This is an optimization exercise on Yosys and OpenROAD, whose aim is small area and a short achievable clock period, not a production implementation. The RTL was checked by simulation tests, not by an equivalence proof against the original design. The flow treats the clock pin as an ideal source, which a real chip does not have. Power and IR drop assume default switching activity.

==> inputs of run a <==
Design sprUnitTop, start of the top module:
module sprUnitTop (
  input  logic                       CB,
  input  logic                       rstN,
  input  logic                       exeMtspr,
  input  logic                       exeMfspr,
  input  logic [10-1:0]     exeSprf,
  input  logic                       exeBranchAndLink,
  input  logic                       exeBcDecr,
  input  logic [32-1:0]      exeData,
  input  logic                       excSwap01,
  input  logic                       excSwap23,
  input  logic                       excSwapEnable,
  input  logic                       excWbRfci,
  input  logic                       sprHold,
  input  logic [30-1:0] refetchAddr,
  input  logic [32-1:0]      crIn,
  output logic [32-1:0]      readData,
  output logic [32-1:0]      link,
  output logic [32-1:0]      ctr,
  output logic                       ctrEq1,
  output logic                       ctrEq2,
  output logic [16-1:0]     evpr,
  output logic [30-1:0] returnAddr,
  output logic                       exeMtLr,
  output logic                       exeMtCtr
);
  logic [9:0] sprn;
  ...
clock: 5.5 ns
lec_check: 0
cap_margin: 20
core_margin: 2
core_utilization: 60
cts_buf_list: sky130_fd_sc_hd__clkbuf_16
cts_cluster_diameter: 80
cts_cluster_size: 20
slew_margin: 20
synth_hierarchical: 1
standard.sh (not shown) runs the stock make flow with config.mk's settings and CLKGATE_MAP_FILE= SYNTH_SCRIPT=/design/flow/synth_recipe.tcl, a recipe that flattens the netlist after the stock synthesis.
==> flow/flow/run.sh <==
#!/bin/bash
# Layout flow: the standard flow (standard.sh, unchanged synthesis) with
#  - every combinational cell started at its smallest drive before floorplan
#    (flow/downsize.tcl); the repair steps size up only where timing needs it
#  - buf_1 port buffers instead of the default delay-cell buffers
#  - area recovery by gate sizing after CTS and after global routing
#    (flow/post_cts.tcl, flow/post_grt.tcl, flow/recover_area.tcl): a cell is
#    made smaller only where the worst setup slack stays as it was (and its
#    own pins keep 0.05 ns above it); after
#    global routing the cells of the worst path are also sized for speed,
#    and repair_design restores the slew and capacitance headroom
# Each step's full log is in orfs/logs/; make's own output goes to
# flow_make_cts.log (up to CTS) and flow_make.log (the rest).
set -euo pipefail
here=$(pwd)
export PRE_FLOORPLAN_TCL="$here/flow/downsize.tcl"
export POST_CTS_TCL="$here/flow/post_cts.tcl"
export POST_GLOBAL_ROUTE_TCL="$here/flow/post_grt.tcl"
export BUFFER_PORTS_ARGS="-buffer_cell sky130_fd_sc_hd__buf_1"
SETUP_SLACK_MARGIN=2.2 bash standard.sh cts > "$here/flow_make_cts.log" 2>&1
SETUP_SLACK_MARGIN=1.75 bash standard.sh > "$here/flow_make.log" 2>&1
==> flow/flow/post_cts.tcl <==
# After CTS and its timing repair: recover area by gate sizing
# (flow/recover_area.tcl) with placement parasitics.
source [file join [file dirname [info script]] recover_area.tcl]
set ::ra_reestimate 1
estimate_parasitics -placement
recover_area 0.05
detailed_placement
==> flow/flow/post_grt.tcl <==
# After global routing and its timing repair:
#  1. recover area by gate sizing (flow/recover_area.tcl), placement
#     parasitics re-estimated after each change
#  2. repair_design puts back the slew and capacitance headroom
#  3. size the cells of the worst path for speed, global-route parasitics
#     re-estimated after each change
# then legalize, update the global routes of the changed nets and the guides.
source [file join [file dirname [info script]] recover_area.tcl]
set ::ra_reestimate 1
estimate_parasitics -placement
global_route -start_incremental
recover_area 0.05
estimate_parasitics -global_routing
repair_design -cap_margin 20 -slew_margin 20
detailed_placement
global_route -end_incremental
set ::ra_reestimate 2
estimate_parasitics -global_routing
global_route -start_incremental
improve_wns 30
detailed_placement
global_route -end_incremental
estimate_parasitics -global_routing
puts "post_grt: worst setup slack [worst_slack -max], hold [worst_slack -min], slew violations [sta::max_slew_violation_count], cap violations [sta::max_capacitance_violation_count]"
write_guides $::env(RESULTS_DIR)/route.guide
Other scripts of this flow, unchanged in this note and not shown: flow/flow/downsize.tcl, flow/flow/recover_area.tcl
==> inputs of run b, as changes to run a <==
--- a/flow/flow/run.sh
+++ b/flow/flow/run.sh
@@ -6,6 +6,5 @@
 #  - area recovery by gate sizing after CTS and after global routing
 #    (flow/post_cts.tcl, flow/post_grt.tcl, flow/recover_area.tcl): a cell is
-#    made smaller only where the worst setup slack stays as it was (and its
-#    own pins keep 0.05 ns above it); after
+#    made smaller only where the worst setup slack stays as it was; after
 #    global routing the cells of the worst path are also sized for speed,
 #    and repair_design restores the slew and capacitance headroom
@@ -18,4 +17,4 @@
 export POST_GLOBAL_ROUTE_TCL="$here/flow/post_grt.tcl"
 export BUFFER_PORTS_ARGS="-buffer_cell sky130_fd_sc_hd__buf_1"
-SETUP_SLACK_MARGIN=2.2 bash standard.sh cts > "$here/flow_make_cts.log" 2>&1
+SETUP_SLACK_MARGIN=2.0 bash standard.sh cts > "$here/flow_make_cts.log" 2>&1
 SETUP_SLACK_MARGIN=1.75 bash standard.sh > "$here/flow_make.log" 2>&1
--- a/flow/flow/post_cts.tcl
+++ b/flow/flow/post_cts.tcl
@@ -4,4 +4,4 @@
 set ::ra_reestimate 1
 estimate_parasitics -placement
-recover_area 0.05
+recover_area 0.1
 detailed_placement
--- a/flow/flow/post_grt.tcl
+++ b/flow/flow/post_grt.tcl
@@ -10,5 +10,5 @@
 estimate_parasitics -placement
 global_route -start_incremental
-recover_area 0.05
+recover_area 0.1
 estimate_parasitics -global_routing
 repair_design -cap_margin 20 -slew_margin 20
==> comparison table <==
| metric | run b | run a |
|---|---|---|
| Worst reg2reg startpoint | ctr[9] | ctr[3] |
| Total wire length | 62900 um | 61600 um |
| Result of the run | complete, no violations | complete, no violations |
| Net total in the final layout | 1792 | 1788 |
| Final worst slack | 1.73 ns | 1.74 ns |
| Area of the multi-input gates | 0.00652 sq mm | 0.00620 sq mm |
| # fillers | 2048 | 2154 |
| Critical Path Start | exeSprf[6] | exeSprf[5] |
| Final design area excluding fillers | 0.0217 sq mm | 0.0212 sq mm |
| Arrival time of the worst setup path | 2.67 ns | 2.66 ns |
| Placement-stage cell area | 0.0200 sq mm | 0.0201 sq mm |
| Met3 global-route usage | 7.78% | 6.47% |
| Standard cell with the maximum stage delay on the critical path | sky130_fd_sc_hd__a22oi_1 | sky130_fd_sc_hd__nor3_4 |
| Number of cells in the design after placement | 1989 | 1987 |
| Via count of the first global-routing pass | 13.6k | 13.7k |
| Internal power summed over all cells | 0.00462 W | 0.00461 W |
| Power after layout | 0.00612 W | 0.00608 W |

==> afterwards: timing with drivers on the ports <==
Ports are ideal in the flow. The routed layouts listed here were re-timed in OpenROAD.
Step 1 sets driving cells, clkbuf_16 on the clock port and buf_2 on the other inputs (assumed; they add their load-dependent delay and slew).
Step 2 also shifts input and output timing later by t, the mid clock arrival at the registers, as if the neighbouring blocks saw the same clock.
a / b / c = ideal / step 1 / step 2; a / b = the first two.
run	t (ns)	setup slack, ns	slew at the worst register clock pin (ns)	worst data-port slew with drivers (ns)
run a	0.591	1.739 / 1.697 / 1.295	0.09 / 0.09	0.09
run b	0.589	1.733 / 1.703 / 1.406	0.09 / 0.09	0.12
After both steps every run listed still meets setup and hold. For run a, which loses most, drivers alone change the setup slack by -0.042 ns; drivers and shift together by -0.444 ns.
